From an optimization exercise on the open Yosys and OpenROAD flow, aimed at small area; shortcuts taken in it are not production practice.
Only simulation tests tie the RTL to the original design; equivalence was not proved.
Power and IR drop assume default switching activity.

Setup of run 1:
==> flow/design.v (excerpt) <==
module exe_top #(
        parameter int DEPTH = 4
) (
        input  logic                                clk,
        input  logic                                reset_n,
        input  logic                                in_req_i,
        output logic                                in_ack_o,
        input  logic [31:0]                         instr_i,
        input  logic [exe_pkg::XLEN-1:0]            pc_i,
        input  logic [exe_pkg::XLEN-1:0]            rs1_i,
        input  logic [exe_pkg::XLEN-1:0]            rs2_i,
        output logic                                res_req_o,
        input  logic                                res_ack_i,
        output logic [exe_pkg::REG_ADDR_W-1:0]      rd_addr_o,
        output logic                                write_rd_o,
        output logic [exe_pkg::XLEN-1:0]            result_o,
        output logic                                branch_taken_o,
        output logic [exe_pkg::XLEN-1:0]            branch_target_o
);
        logic                   push;
  ...
Settings: LEC_CHECK=0, ABC_AREA=1, CAP_MARGIN=20, CORE_MARGIN=2, CORE_UTILIZATION=65, SLEW_MARGIN=20; clock period 10.0 ns.
standard.sh (not shown) runs the stock make flow with config.mk's settings and CLKGATE_MAP_FILE= SYNTH_SCRIPT=/design/flow/synth_recipe.tcl, a recipe that flattens the netlist after the stock synthesis.
==> flow/flow/run.sh <==
#!/bin/bash
# Own layout flow: the standard synthesis unchanged, then the standard
# ORFS layout with single-drive port buffers, combinational gates set back
# to drive strength 1 after floorplan, and a clock tree of smaller buffers
# without dummy loads. Each step's full output goes to a log file here.
set -euo pipefail
bash standard.sh synth > flow_synth.log 2>&1
bash standard.sh \
        BUFFER_PORTS_ARGS="-buffer_cell sky130_fd_sc_hd__buf_1" \
        POST_FLOORPLAN_TCL="$PWD/flow/downsize.tcl" \
        CTS_ARGS="-sink_clustering_enable -repair_clock_nets -dont_use_dummy_load -sink_clustering_size 18 -sink_clustering_max_diameter 60 -buf_list sky130_fd_sc_hd__clkbuf_8" \
        finish > flow_layout.log 2>&1
==> flow/flow/downsize.tcl <==
# Run after floorplan: synthesis sized some gates up for speed the 10 ns
# clock does not need. Put each combinational gate back at drive strength 1
# (same function and pins); repair_design and repair_timing in the later
# steps size up again wherever slew, capacitance or setup need it.
puts "Downsizing combinational gates"
report_design_area
set n 0
foreach inst [get_cells *] {
  set ref [get_property $inst ref_name]
  if { ![regexp {^(sky130_fd_sc_hd__[a-z0-9]+)_([0-9]+)$} $ref -> base drive] } { continue }
  if { $drive <= 1 } { continue }
  if { [regexp {df|dl|clk|buf|conb|tap|fill|decap|diode|ha|fa|maj} $base] } { continue }
  set small [get_lib_cells -quiet ${base}_1]
  if { [llength $small] == 0 } { continue }
  replace_cell $inst $small
  incr n
}
puts "Downsized $n instances"
report_design_area
Run 1 completed; timing, DRC and antenna clean
Inputs modified between run 1 and run 2:
diff --git a/flow/flow/run.sh b/flow/flow/run.sh
--- a/flow/flow/run.sh
+++ b/flow/flow/run.sh
@@ -4,2 +4,3 @@
-# to drive strength 1 after floorplan, and a clock tree of smaller buffers
-# without dummy loads. Each step's full output goes to a log file here.
+# to drive strength 1 after floorplan, and a clock tree of clkbuf_8 leaves
+# over clusters of at most 18 flip-flops, without dummy loads. Each step's
+# full output goes to a log file here.
Notes after the runs:
- As far as final cell count goes, run 1 and run 2 are indistinguishable; the numbers are identical.
- Reported for run 1 and run 2, mux contribution to synthesized area turned out identical to the last digit.
- Run 1 -> run 2: final core utilization delta 0, exact match
- The share of total power in the clock network of run 1 and that of run 2 are within noise of each other.
- For combinational cell fraction of total power, run 1 and run 2 come out practically identical.
- Diff run 2..run 1 | via count | unchanged
Here is what was changed in the inputs of run 3 compared with run 2.
==> flow/flow/run.sh <==
#!/bin/bash
# Own layout flow: the standard synthesis unchanged, then the standard
# ORFS layout with single-drive port buffers, combinational gates set back
# to drive strength 1 after floorplan, and a clock tree of smaller buffers
# without dummy loads. Each step's full output goes to a log file here.
set -euo pipefail
bash standard.sh synth > flow_synth.log 2>&1
bash standard.sh \
        BUFFER_PORTS_ARGS="-buffer_cell sky130_fd_sc_hd__buf_1" \
        POST_FLOORPLAN_TCL="$PWD/flow/downsize.tcl" \
        CTS_ARGS="-sink_clustering_enable -repair_clock_nets -dont_use_dummy_load -buf_list sky130_fd_sc_hd__clkbuf_4" \
        finish > flow_layout.log 2>&1
--- outcome ---
Every stage of the flow completed for run 3, and the final layout passed the timing, design-rule and antenna checks.
Run 2 → run 3: global-route usage now sits higher, share of the synthesized area in compound gates (AO/OA/AOI/OAI) now sits at about the same level.
Final critical path time including I/O delays and setup: lower on run 3
Between run 2 and run 3, length of routed met2 wiring is lower for run 2, run 3 comes in above that.
Run 2 has a lower final instance area than run 3.
From run 2 to run 3 the numbers moved as follows: global-route wire length before repair higher; total power increased by 2.7% relative to the old numbers.
Of run 2 and run 3, the lower arrival time at the worst endpoint belongs to run 2.
Re placer congestion estimate: no difference whatsoever between run 3 and run 2.
Summary of run 3 over run 2: fraction of met1 tracks used by global routing lower, sequential share of layout area went down 0.27 points.
Inputs modified between run 3 and run 4:
diff --git a/flow/flow/run.sh b/flow/flow/run.sh
--- a/flow/flow/run.sh
+++ b/flow/flow/run.sh
@@ -11 +11 @@
-        CTS_ARGS="-sink_clustering_enable -repair_clock_nets -dont_use_dummy_load -buf_list sky130_fd_sc_hd__clkbuf_4" \
+        CTS_ARGS="-sink_clustering_enable -repair_clock_nets -dont_use_dummy_load -sink_clustering_size 30 -sink_clustering_max_diameter 100 -buf_list sky130_fd_sc_hd__clkbuf_16" \
--- outcome ---
Run 4: done, clean on timing, DRC and antenna. Between run 4 and run 3, it is run 4 whose sum of internal, switching and leakage power is lower, by 0.029 mW. Run 4 vs run 3, relative area change from synthesis to final layout went down by 0.41 points. Side by side, wire length on met3 turned out lower in run 4 than in run 3. Compared run 3 against run 4; layout buffering overhead excluding clock cells within noise. When the final numbers for run 3 and run 4 were put side by side, the clock latency at the later pin of the worst-skew pair turned out to be greater in run 3.

Setup of job 277:
exe_top, a different RTL version from the one above (not shown whole).
Size in the first run: ~1800 cells after synthesis, roughly 200 flip-flops, roughly 210 I/O pins, roughly 0.014 mm2 of cells after synthesis.
Settings: LEC_CHECK=0, ABC_AREA=1, CAP_MARGIN=20, CORE_MARGIN=2, CORE_UTILIZATION=65, SLEW_MARGIN=20; clock period 10.0 ns.
==> flow/flow/run.sh <==
#!/bin/bash
# Own layout flow: the standard synthesis unchanged, then the standard
# ORFS layout with single-drive port buffers and a clock tree of smaller
# buffers without dummy loads. Each step's full output goes to a log here.
set -euo pipefail
bash standard.sh synth > flow_synth.log 2>&1
bash standard.sh \
        BUFFER_PORTS_ARGS="-buffer_cell sky130_fd_sc_hd__buf_1" \
        CTS_ARGS="-sink_clustering_enable -repair_clock_nets -dont_use_dummy_load -buf_list sky130_fd_sc_hd__clkbuf_4" \
        finish > flow_layout.log 2>&1
Job 277: PASS, flow complete, no timing, DRC or antenna violations
Inputs modified between job 277 and job 7011:
# job 277
export LEC_CHECK = 0
export ABC_AREA = 1
export CAP_MARGIN = 20
export CORE_MARGIN = 2
export CORE_UTILIZATION = 65
export SLEW_MARGIN = 20
create_clock -name core_clock -period 10.0 [get_ports {clk}]
# job 7011
export LEC_CHECK = 0
export ABC_AREA = 1
export CAP_MARGIN = 20
export CORE_MARGIN = 2
export CORE_UTILIZATION = 55
export SLEW_MARGIN = 20
create_clock -name core_clock -period 10.0 [get_ports {clk}]
==> flow/flow/run.sh <==
#!/bin/bash
# Own layout flow: the standard synthesis unchanged, then the standard
# ORFS layout with smaller port buffers and power (area) recovery after
# global routing. Each step's full output goes to a log file here.
set -euo pipefail
bash standard.sh synth > flow_synth.log 2>&1
bash standard.sh \
        BUFFER_PORTS_ARGS="-buffer_cell sky130_fd_sc_hd__buf_1" \
        RECOVER_POWER=100 \
        finish > flow_layout.log 2>&1
==> comparison <==
The layout from job 7011, despite a flow that completed every stage, fails the layout checks, with the failing checks listed as capacitance limit, slew limit.
Power density relative to cell area (job 7011 vs. job 277) increases by a little under 10%
As of job 7011, final cell count had risen by a few percent compared to job 277.
Comparing job 277 and job 7011, the higher post-route fraction of the period consumed by the critical path was measured on job 7011.
Compared with job 277, in job 7011 final design utilization dropped 10 points; shortest period the worst path allows moved up.
The routed wire length of job 7011 was inferior to that of job 277.
--- input diff job 7011..job 9814 ---
==> flow/run.sh (new file) <==
#!/bin/bash
# synth_recipe.tcl (not shown) runs the flow's synth.tcl, then flattens the netlist and writes it again
# the make line also repeats each setting of config.mk as NAME=value (left out here)
make -C /OpenROAD-flow-scripts/flow DESIGN_CONFIG=/design/flow/config.mk WORK_HOME=/design/flow/orfs CLKGATE_MAP_FILE= SYNTH_SCRIPT=/design/flow/synth_recipe.tcl finish
removed: flow/flow/run.sh
removed: flow/standard.sh
met1 usage, job 9814 and job 7011, higher one = job 9814. Die area: job 7011 vs job 9814 identical. Going from job 7011 to job 9814, total chip power now larger, cell area now larger. Among job 9814 and job 7011, a clean, completed layout was produced by job 9814 alone. Job 7011: complete, dirty (capacitance limit, slew limit). [compare] base=job 7011 new=job 9814: final critical-path share of the clock period has increased; routed length on met3 went up.
Edits applied to the flow inputs when going from job 9814 to job 4829:
# job 9814
export LEC_CHECK = 0
export ABC_AREA = 1
export CAP_MARGIN = 20
export CORE_MARGIN = 2
export CORE_UTILIZATION = 55
export SLEW_MARGIN = 20
create_clock -name core_clock -period 10.0 [get_ports {clk}]
# job 4829
export LEC_CHECK = 0
export ABC_AREA = 1
export CAP_MARGIN = 20
export CORE_MARGIN = 2
export CORE_UTILIZATION = 65
export SLEW_MARGIN = 20
create_clock -name core_clock -period 10.0 [get_ports {clk}]
==> flow/flow/run.sh (new file) <==
#!/bin/bash
# Own layout flow: the standard synthesis unchanged, then the standard
# ORFS layout with single-drive port buffers, downsizing of non-critical
# cells after floorplan, and a clock tree of smaller buffers without dummy
# loads. Each step's full output goes to a log file here.
set -euo pipefail
bash standard.sh synth > flow_synth.log 2>&1
bash standard.sh \
        BUFFER_PORTS_ARGS="-buffer_cell sky130_fd_sc_hd__buf_1" \
        POST_FLOORPLAN_TCL="$PWD/flow/recover.tcl" \
        CTS_ARGS="-sink_clustering_enable -repair_clock_nets -dont_use_dummy_load -buf_list sky130_fd_sc_hd__clkbuf_4" \
        finish > flow_layout.log 2>&1
==> flow/flow/recover.tcl (new file) <==
# Run after floorplan: give back the drive strength synthesis added where
# timing does not need it. Later repair steps fix any slew, cap or setup issue.
puts "Area recovery at floorplan"
report_design_area
repair_timing -recover_power 100 -verbose
report_design_area
==> flow/standard.sh (new file) <==
#!/bin/bash
# synth_recipe.tcl (not shown) runs the flow's synth.tcl, then flattens the netlist and writes it again
# the make line also repeats each setting of config.mk as NAME=value (left out here)
make -C /OpenROAD-flow-scripts/flow DESIGN_CONFIG=/design/flow/config.mk WORK_HOME=/design/flow/orfs CLKGATE_MAP_FILE= SYNTH_SCRIPT=/design/flow/synth_recipe.tcl "${@:-finish}"
removed: flow/run.sh
Results
- Compared with job 9814, job 4829 shows a required time reported for the critical path endpoint that is 0.08 ns higher.
- Overall power consumption, job 4829 vs job 9814: down by more than 10%
- Summary of job 4829 over job 9814: area share of fa/ha/maj cells after synthesis stayed essentially flat; synthesis-to-layout area growth decreased 12 points; portion of total power attributed to the clock network lost 5.5 points; count of nets after finishing now sits higher.

-- static timing again, ports no longer ideal --
No port has a modelled driver above. Below, the same layouts with a new extraction and two added sets of constraints.
Step 1 assumes that a clkbuf_16 drives the clock port and a buf_2 every other input.
Step 2 also shifts input and output timing later by t, the mid clock arrival at the registers, as if the neighbouring blocks saw the same clock.
Slacks: ideal / step 1 / step 2; pairs: ideal / step 1.
run | t (ns) | setup WS [ns] | worst setup path at the end | worst data-port slew with drivers (ns)
run 1 | 0.498 | 1.409 / 1.420 / 0.921 | input to register | 0.10
run 2 | 0.498 | 1.409 / 1.420 / 0.921 | input to register | 0.10
run 3 | 0.586 | 1.448 / 1.459 / 0.873 | input to register | 0.10
run 4 | 0.482 | 1.265 / 1.281 / 0.799 | input to register | 0.10
job 277 | 0.589 | 1.705 / 1.710 / 1.121 | input to register | 0.08
job 7011 | 0.514 | 1.129 / 1.135 / 0.621 | input to register | 0.10
job 9814 | 0.520 | 1.066 / 1.067 / 0.547 | input to register | 0.08
job 4829 | 0.598 | 1.391 / 1.411 / 0.813 | input to register | 0.07
The setup slack of job 277, which loses most, moves by +0.005 ns with the drivers and by -0.584 ns with both steps.
